From an optimization exercise on the open Yosys and OpenROAD flow, aimed at small area, a short achievable clock period and few clock cycles; shortcuts taken in it are not production practice.
Only simulation tests tie the RTL to the original design; equivalence was not proved.
Power figures rest on the tool's default switching activity, not on a simulated workload.

Design dcache_controller, start of the top module:
module dcache_controller (
   input  logic         CLK,
   input  logic         RESET_N,
   input  logic         CPU_READ,
   input  logic         CPU_WRITE,
   input  logic [31:0]  CPU_ADDRESS,
   input  logic [31:0]  CPU_WRITEDATA,
   output logic [31:0]  CPU_READDATA,
   output logic         CPU_BUSYWAIT,
   output logic         MEM_READ,
   output logic         MEM_WRITE,
   output logic [27:0]  MEM_ADDRESS,
   output logic [127:0] MEM_WRITEDATA,
   input  logic [127:0] MEM_READDATA,
   input  logic         MEM_BUSYWAIT
);
Size: ~1200 flip-flops, ~390 I/O pins.
Settings: LEC_CHECK=0, CAP_MARGIN=20, CORE_MARGIN=2, CORE_UTILIZATION=50, PLACE_DENSITY=0.6, SETUP_SLACK_MARGIN=3.5, SLEW_MARGIN=20; clock period 9.0 ns.
run.sh (not shown) runs the stock make flow with config.mk's settings and CLKGATE_MAP_FILE= SYNTH_SCRIPT=/design/flow/synth_recipe.tcl, a recipe that flattens the netlist after the stock synthesis.
The baseline finished clean.
Testbench counts at the start, summed over its fixed seeds: cycles 72,898.
Next try:
--- a/flow/config.mk
+++ b/flow/config.mk
@@ -9,5 +9,4 @@
 export CORE_MARGIN = 2
-export CORE_UTILIZATION = 50
-export PLACE_DENSITY = 0.6
-export SETUP_SLACK_MARGIN = 3.5
+export CORE_UTILIZATION = 30
+export PLACE_DENSITY = 0.45
 export SLEW_MARGIN = 20
Effect:
- area after synthesis stays the same
- hold slack gets worse by 0.0048 ns
- die area goes up by about 66%

========
== job 534 ==
dcache_controller, a different RTL version from the one above (not shown whole).
For scale: ~1200 flip-flops.
==> flow/config.mk <==
export PLATFORM = sky130hd
export DESIGN_NAME = dcache_controller
export DESIGN_NICKNAME = dcache_controller
export VERILOG_FILES = /design/flow/design.v
export SDC_FILE = /design/flow/constraint.sdc
export NUM_CORES = 4
export LEC_CHECK = 0
export CAP_MARGIN = 20
export CORE_MARGIN = 2
export CORE_UTILIZATION = 55
export PLACE_DENSITY = 0.65
export SETUP_SLACK_MARGIN = 3.4
export SLEW_MARGIN = 20
export TNS_END_PERCENT = 30
==> flow/constraint.sdc <==
create_clock -name core_clock -period 9.0 [get_ports {CLK}]
set_input_delay 1.8000 -clock core_clock [delete_from_list [all_inputs] [get_ports {CLK}]]
set_output_delay 1.8000 -clock core_clock [all_outputs]
set_load 0.01 [all_outputs]
standard.sh (not shown) runs the stock make flow with config.mk's settings and CLKGATE_MAP_FILE= SYNTH_SCRIPT=/design/flow/synth_recipe.tcl, a recipe that flattens the netlist after the stock synthesis.
==> flow/flow/run.sh <==
#!/bin/bash
# Standard layout, with plain buffers on the ports (instead of delay cells), resizing free to
# change a cell's footprint, and a clock tree of fewer, smaller buffers without dummy loads.
# Every tool's output goes to a log file in this folder.
set -euo pipefail
export BUFFER_PORTS_ARGS="-buffer_cell sky130_fd_sc_hd__buf_1"
export CTS_ARGS="-sink_clustering_enable -repair_clock_nets -dont_use_dummy_load -root_buf sky130_fd_sc_hd__clkbuf_16 -buf_list {sky130_fd_sc_hd__clkbuf_4} -sink_clustering_size 10 -sink_clustering_max_diameter 50"
bash standard.sh MATCH_CELL_FOOTPRINT=0 finish > standard.log 2>&1
Job 534: flow completed, timing, DRC and antenna clean
Testbench counts of job 534, summed over its fixed seeds: cycles 72,898.
Inputs modified between job 534 and job 5797:
Settings: changing PLACE_DENSITY from 0.65 to 0.85; changing CORE_UTILIZATION from 55 to 75.
--- a/flow/flow/run.sh
+++ b/flow/flow/run.sh
@@ -7 +7 @@
-export CTS_ARGS="-sink_clustering_enable -repair_clock_nets -dont_use_dummy_load -root_buf sky130_fd_sc_hd__clkbuf_16 -buf_list {sky130_fd_sc_hd__clkbuf_4} -sink_clustering_size 10 -sink_clustering_max_diameter 50"
+export CTS_ARGS="-sink_clustering_enable -repair_clock_nets -dont_use_dummy_load -root_buf sky130_fd_sc_hd__clkbuf_16 -buf_list {sky130_fd_sc_hd__clkbuf_8} -sink_clustering_size 16 -sink_clustering_max_diameter 60"
--- outcome ---
- Between job 534 and job 5797, the post-route cell area does not differ in any meaningful way.
- Relative to job 534, timing-limited maximum frequency decreased by 4.3 MHz in job 5797.
- From job 534 to job 5797 the numbers moved as follows: least setup slack across all paths after layout lower, final clock period utilization by the worst path higher, non-clock buffer count higher.
- Job 534 and job 5797 ended up with roughly the same sequential share of layout area.
- Summary: via count, job 5797 worse than job 534
- The higher maximum level of the CTS H-tree came out of job 534.
Setup changes, job 5797 to job 6969
Settings: a change of CORE_UTILIZATION from 75 to 55; a change of PLACE_DENSITY from 0.85 to 0.65.
Results
- Compared with job 5797, job 6969 shows wire length of the first global-routing pass higher by 0.35%.
- When job 6969 is set beside job 5797, its die area turns out to be 36% larger.
- Post-route non-filler standard cell count (lower): job 5797
- Between job 6969 and job 5797, it is job 6969 whose number of clock buffer instances in the layout is higher, by 11.
- Relative to job 5797, count of buffering cells on the critical path with inverters included decreased by 1 in job 6969.
- | post-CTS setup buffer count | job 6969 vs job 5797 | 8 lower |
- [job 6969 vs job 5797] cell count along the critical path: lower in job 6969
- From job 5797 to job 6969, post-synthesis instance total did not move at all.
- Non-clock buffer share of cell area: job 6969 vs job 5797 — no meaningful difference
- Relative to job 5797, job 6969 degrades worst hold slack.

========
dcache_controller again, from the RTL that the note above started with.
Design dcache_controller, start of the top module:
module dcache_controller (
   input  logic         CLK,
   input  logic         RESET_N,
   input  logic         CPU_READ,
   input  logic         CPU_WRITE,
   input  logic [31:0]  CPU_ADDRESS,
   input  logic [31:0]  CPU_WRITEDATA,
   output logic [31:0]  CPU_READDATA,
   output logic         CPU_BUSYWAIT,
   output logic         MEM_READ,
   output logic         MEM_WRITE,
   output logic [27:0]  MEM_ADDRESS,
   output logic [127:0] MEM_WRITEDATA,
   input  logic [127:0] MEM_READDATA,
   input  logic         MEM_BUSYWAIT
);
clock: 9.0 ns
lec_check: 0
cap_margin: 20
core_margin: 2
core_utilization: 55
gpl_routability_driven: 0
place_density: 0.65
setup_slack_margin: 3.4
slew_margin: 20
tns_end_percent: 30
==> flow/flow/run.sh <==
#!/bin/bash
# Standard layout, with plain buffers on the ports (instead of delay cells), resizing free to
# change a cell's footprint, and a clock tree of fewer, smaller buffers without dummy loads.
# Every tool's output goes to a log file in this folder.
set -euo pipefail
export BUFFER_PORTS_ARGS="-buffer_cell sky130_fd_sc_hd__buf_1"
export CTS_ARGS="-sink_clustering_enable -repair_clock_nets -dont_use_dummy_load -root_buf sky130_fd_sc_hd__clkbuf_16 -buf_list {sky130_fd_sc_hd__clkbuf_8} -sink_clustering_size 16 -sink_clustering_max_diameter 60"
bash standard.sh MATCH_CELL_FOOTPRINT=0 finish > standard.log 2>&1
Testbench counts at the start, summed over its fixed seeds: cycles 72,898.
Next try:
Settings changed: CORE_UTILIZATION 55 to 65, GPL_ROUTABILITY_DRIVEN 0 to not set, PLACE_DENSITY 0.65 to 0.75.
=> First-iteration DRC count is higher by 15%; clock-buffer cell count is lower by 7; fmax is lower by 0.71%.
Next try:
Settings changed: CORE_UTILIZATION 65 to 55, PLACE_DENSITY 0.75 to 0.65, SETUP_SLACK_MARGIN 3.4 to 3.3.
=> Hold slack is about the same. Setup slack got worse by 0.067 ns. Clock skew falls by 0.011 ns. First-iteration DRC count is lower by 17%. Power went up by 0.34%. Global-route usage came out lower by 5.0 points. Synthesized area stays the same. Final area drops by 0.79%.

========
dcache_controller again, from the RTL that the note above started with.
Settings: LEC_CHECK=0, CAP_MARGIN=20, CORE_MARGIN=2, CORE_UTILIZATION=55, PLACE_DENSITY=0.65, SETUP_SLACK_MARGIN=3.7, SLEW_MARGIN=20, TNS_END_PERCENT=20; clock period 9.0 ns.
Scripts as last shown in full above: flow/flow/run.sh
The first run completed with no timing, DRC or antenna violations.
Testbench counts at the start, summed over its fixed seeds: cycles 72,898.
==> next run, changes <==
--- a/flow/config.mk
+++ b/flow/config.mk
@@ -8,7 +8,7 @@
 export CAP_MARGIN = 20
 export CORE_MARGIN = 2
-export CORE_UTILIZATION = 55
-export PLACE_DENSITY = 0.65
-export SETUP_SLACK_MARGIN = 3.7
+export CORE_UTILIZATION = 60
+export PLACE_DENSITY = 0.7
+export SETUP_SLACK_MARGIN = 3.4
 export SLEW_MARGIN = 20
-export TNS_END_PERCENT = 20
+export TNS_END_PERCENT = 30
Effect: Flip-flop and latch count does not change. Wire length goes down by a few percent. Sequential share of layout area is higher by 2.3 points.
==> next run, changes <==
--- a/flow/config.mk
+++ b/flow/config.mk
@@ -6,9 +6,9 @@
 export NUM_CORES = 4
 export LEC_CHECK = 0
-export CAP_MARGIN = 20
+export CAP_MARGIN = 10
 export CORE_MARGIN = 2
-export CORE_UTILIZATION = 60
-export PLACE_DENSITY = 0.7
+export CORE_UTILIZATION = 55
+export PLACE_DENSITY = 0.65
 export SETUP_SLACK_MARGIN = 3.4
-export SLEW_MARGIN = 20
+export SLEW_MARGIN = 10
 export TNS_END_PERCENT = 30
Outcome: Global-route usage drops by 3.2 points; synthesized cell count does not change; via count fell slightly; cell area is about the same; final cell count went up by a few percent; core utilization drops by 5.7 points; power stays flat; worst setup slack is worse by 0.010 ns; hold slack got worse by 0.0042 ns.

========
Setup of v7:
The RTL this note starts from:
==> flow/design.v <==
module dcache_controller (
   input  logic         CLK,
   input  logic         RESET_N,
   input  logic         CPU_READ,
   input  logic         CPU_WRITE,
   input  logic [31:0]  CPU_ADDRESS,
   input  logic [31:0]  CPU_WRITEDATA,
   output logic [31:0]  CPU_READDATA,
   output logic         CPU_BUSYWAIT,
   output logic         MEM_READ,
   output logic         MEM_WRITE,
   output logic [27:0]  MEM_ADDRESS,
   output logic [127:0] MEM_WRITEDATA,
   input  logic [127:0] MEM_READDATA,
   input  logic         MEM_BUSYWAIT
);
   logic [7:0][127:0] data_q;
   logic [7:0][24:0]  tag_q;
   logic [7:0]        valid_q;
   logic [7:0]        dirty_q;
   logic              req_old_q;
   logic [24:0]  addr_tag;
   logic [2:0]   addr_idx;
   logic [1:0]   addr_word;
   logic         access;
   logic [24:0]  line_tag;
   logic [127:0] line_data;
   logic         line_valid;
   logic         line_dirty;
   logic [7:0]   line_hit;
   logic         hit;
   logic         mem_done;
   logic         fill;
   logic         wb_done;
   logic         store_hit;
   logic [127:0] line_in;
   logic         unused_addr_bits;
   assign addr_tag         = CPU_ADDRESS[31:7];
   assign addr_idx         = CPU_ADDRESS[6:4];
   assign addr_word        = CPU_ADDRESS[3:2];
   assign unused_addr_bits = ^CPU_ADDRESS[1:0];
   assign access = CPU_READ ^ CPU_WRITE;
   always_comb begin
      line_tag   = tag_q[addr_idx];
      line_data  = data_q[addr_idx];
      line_valid = valid_q[addr_idx];
      line_dirty = dirty_q[addr_idx];
   end
   always_comb begin
      for (int i = 0; i < 8; i++) line_hit[i] = valid_q[i] && (tag_q[i] == addr_tag);
   end
   assign hit = line_hit[addr_idx];
   assign MEM_WRITE     = access && !hit && line_valid && line_dirty;
   assign MEM_READ      = access && !hit && !(line_valid && line_dirty);
   assign MEM_ADDRESS   = (line_valid && line_dirty) ? {line_tag, addr_idx} : CPU_ADDRESS[31:4];
   assign MEM_WRITEDATA = line_data;
   assign mem_done  = req_old_q && !MEM_BUSYWAIT;
   assign fill      = MEM_READ && mem_done;
   assign wb_done   = MEM_WRITE && mem_done;
   assign store_hit = access && CPU_WRITE && hit;
   assign CPU_BUSYWAIT = access && !hit && !fill;
   always_comb begin
      if (req_old_q) CPU_READDATA = MEM_READDATA[addr_word*32 +: 32];
      else           CPU_READDATA = line_data[addr_word*32 +: 32];
   end
   always_comb begin
      for (int w = 0; w < 4; w++) begin
         if (CPU_WRITE && addr_word == w) line_in[w*32 +: 32] = CPU_WRITEDATA;
         else                             line_in[w*32 +: 32] = MEM_READDATA[w*32 +: 32];
      end
   end
   always_ff @(posedge CLK) begin
      for (int i = 0; i < 8; i++) begin
         if (addr_idx == i) begin
            if (fill) tag_q[i] <= addr_tag;
            for (int w = 0; w < 4; w++) begin
               if (fill || (store_hit && addr_word == w)) data_q[i][w*32 +: 32] <= line_in[w*32 +: 32];
            end
            if (fill || store_hit) dirty_q[i] <= CPU_WRITE;
            else if (wb_done)      dirty_q[i] <= 1'b0;
         end
      end
   end
   always_ff @(posedge CLK or negedge RESET_N) begin
      if (!RESET_N) begin
         req_old_q <= 1'b0;
         valid_q   <= 8'd0;
      end else begin
         req_old_q <= (MEM_READ || MEM_WRITE) && !mem_done;
         if (fill) valid_q[addr_idx] <= 1'b1;
      end
   end
endmodule
Settings: LEC_CHECK=0, CAP_MARGIN=20, CORE_MARGIN=2, CORE_UTILIZATION=50, PLACE_DENSITY=0.6, SETUP_SLACK_MARGIN=3.5, SLEW_MARGIN=20; clock period 9.0 ns.
==> flow/flow/run.sh <==
#!/bin/bash
# Standard layout, with plain buffers on the ports (instead of delay cells) and resizing free to
# change a cell's footprint. Every tool's output goes to a log file in this folder.
set -euo pipefail
export BUFFER_PORTS_ARGS="-buffer_cell sky130_fd_sc_hd__buf_2"
bash standard.sh MATCH_CELL_FOOTPRINT=0 finish > standard.log 2>&1
v7 finished every stage and its layout cleared the timing, design-rule and antenna checks.
Testbench counts of v7, summed over its fixed seeds: cycles 72,898.
Edits applied to the flow inputs when going from v7 to v6:
# v7
export LEC_CHECK = 0
export CAP_MARGIN = 20
export CORE_MARGIN = 2
export CORE_UTILIZATION = 50
export PLACE_DENSITY = 0.6
export SETUP_SLACK_MARGIN = 3.5
export SLEW_MARGIN = 20
create_clock -name core_clock -period 9.0 [get_ports {CLK}]
# v6
export LEC_CHECK = 0
export CAP_MARGIN = 20
export CORE_MARGIN = 2
export CORE_UTILIZATION = 65
export PLACE_DENSITY = 0.75
export SETUP_SLACK_MARGIN = 3.4
export SLEW_MARGIN = 20
export TNS_END_PERCENT = 30
create_clock -name core_clock -period 9.0 [get_ports {CLK}]
==> flow/flow/run.sh <==
#!/bin/bash
# Standard layout, with plain buffers on the ports (instead of delay cells), resizing free to
# change a cell's footprint, and a clock tree of fewer, smaller buffers without dummy loads.
# Every tool's output goes to a log file in this folder.
set -euo pipefail
export BUFFER_PORTS_ARGS="-buffer_cell sky130_fd_sc_hd__buf_1"
export CTS_ARGS="-sink_clustering_enable -repair_clock_nets -dont_use_dummy_load -root_buf sky130_fd_sc_hd__clkbuf_16 -buf_list {sky130_fd_sc_hd__clkbuf_8} -sink_clustering_size 16 -sink_clustering_max_diameter 60"
bash standard.sh MATCH_CELL_FOOTPRINT=0 finish > standard.log 2>&1
### Flow results
Global-route usage up 6.2 points in v6 wrt v7. v6 — overall power about 22% lower, v7 as reference. The DRC violation total after the first TritonRoute iteration number comes out higher for v6 vs v7. Of the two candidates, v7 has the better hold slack and v6 the worse one. When v6 is set beside v7, its portion of total power attributed to combinational logic turns out to be 1.2 points larger. v7 and v6 ended up with nearly the same sequential power. Against v7, maximum frequency in v6 came out worse.
Input changes introduced in v8 (baseline for comparison: v6):
# v6
export LEC_CHECK = 0
export CAP_MARGIN = 20
export CORE_MARGIN = 2
export CORE_UTILIZATION = 65
export PLACE_DENSITY = 0.75
export SETUP_SLACK_MARGIN = 3.4
export SLEW_MARGIN = 20
export TNS_END_PERCENT = 30
create_clock -name core_clock -period 9.0 [get_ports {CLK}]
# v8
export LEC_CHECK = 0
export CAP_MARGIN = 20
export CORE_MARGIN = 2
export CORE_UTILIZATION = 55
export PLACE_DENSITY = 0.65
export SETUP_SLACK_MARGIN = 3.4
export SLEW_MARGIN = 20
export TNS_END_PERCENT = 30
create_clock -name core_clock -period 9.0 [get_ports {CLK}]
### Flow results
- v8 against v6: area of the die +15000 µm²; wire length after detailed routing increased by about 7% relative to the old numbers; cell count grew by about 5%.
- v8 vs. v6: total power higher, number of signal-net buffers in the layout higher.
- Compared with v6, count of standard-cell rows in v8 increased by a little under 10%.
Input changes introduced in v59 (baseline for comparison: v8):
# v8
export LEC_CHECK = 0
export CAP_MARGIN = 20
export CORE_MARGIN = 2
export CORE_UTILIZATION = 55
export PLACE_DENSITY = 0.65
export SETUP_SLACK_MARGIN = 3.4
export SLEW_MARGIN = 20
export TNS_END_PERCENT = 30
create_clock -name core_clock -period 9.0 [get_ports {CLK}]
# v59
export LEC_CHECK = 0
export CAP_MARGIN = 20
export CORE_MARGIN = 2
export CORE_UTILIZATION = 50
export PLACE_DENSITY = 0.6
export SETUP_SLACK_MARGIN = 3.5
export SLEW_MARGIN = 20
create_clock -name core_clock -period 9.0 [get_ports {CLK}]
==> flow/flow/run.sh <==
#!/bin/bash
# Standard layout, with plain buffers on the ports (instead of delay cells), resizing free to
# change a cell's footprint, and a clock tree of smaller buffers without dummy loads.
# Every tool's output goes to a log file in this folder.
set -euo pipefail
export BUFFER_PORTS_ARGS="-buffer_cell sky130_fd_sc_hd__buf_2"
export CTS_ARGS="-sink_clustering_enable -repair_clock_nets -dont_use_dummy_load -root_buf sky130_fd_sc_hd__clkbuf_16 -buf_list {sky130_fd_sc_hd__clkbuf_4 sky130_fd_sc_hd__clkbuf_8}"
bash standard.sh MATCH_CELL_FOOTPRINT=0 finish > standard.log 2>&1
==> notes.md <==
- The via count reported for v59 is higher than the one for v8.
- Taking v8 as the reference, in v59 final design area excluding fillers has increased, die area saw an increase.
- On pin count of the biggest net entering global routing: between v59 and v8, it ends up lower for v59.
- v59 ended with every stage complete and zero timing, DRC or antenna violations.

## afterwards: timing with drivers on the ports
Ports are ideal in the flow. The routed layouts listed here were re-timed in OpenROAD. Step 1 (the two cells are an assumption about what drives the block):
set clk [get_ports {CLK}]
set_driving_cell -lib_cell sky130_fd_sc_hd__clkbuf_16 $clk
set_driving_cell -lib_cell sky130_fd_sc_hd__buf_2 [delete_from_list [all_inputs] $clk]
Step 2 adds t to the input delays and takes it off the output delays; t is the mean of the earliest and latest rising clock arrival at the registers after step 1. Input paths then give back, and output paths get back, about the clock's delay inside the block. Three values: ideal, step 1, step 2; two values: the first two.
run | shift t [ns] | slack for setup (ns) | worst data-port slew with drivers (ns) | pins driven straight from the clock port
the first run of note 1 | 0.802 | 2.941 / 2.409 / 2.194 | 0.81 | 1
the second run of note 1 | 0.861 | 1.549 / 1.501 / 1.501 | 0.22 | 1
job 534 | 0.804 | 3.348 / 2.996 / 2.895 | 0.41 | 1
job 5797 | 0.689 | 3.208 / 2.957 / 2.875 | 0.26 | 1
job 6969 | 0.699 | 3.358 / 2.981 / 2.908 | 0.41 | 1
the first run of note 3 | 0.699 | 3.358 / 2.981 / 2.908 | 0.41 | 1
the second run of note 3 | 0.674 | 3.317 / 2.997 / 2.997 | 0.35 | 1
the third run of note 3 | 0.695 | 3.250 / 2.931 / 2.931 | 0.36 | 1
the first run of note 4 | 0.705 | 3.437 / 3.017 / 2.918 | 0.47 | 1
the second run of note 4 | 0.692 | 3.367 / 2.954 / 2.796 | 0.43 | 1
the third run of note 4 | 0.694 | 3.356 / 2.961 / 2.941 | 0.46 | 1
v7 | 0.814 | 3.269 / 2.860 / 2.564 | 0.59 | 1
v6 | 0.693 | 3.204 / 2.933 / 2.328 | 0.37 | 1
v8 | 0.721 | 3.187 / 2.848 / 2.356 | 0.47 | 1
v59 | 0.791 | 3.283 / 2.872 / 2.543 | 0.66 | 1
After both steps every run listed still meets setup and hold. The setup slack of v6, which loses most, moves by -0.271 ns with the drivers and by -0.876 ns with both steps.
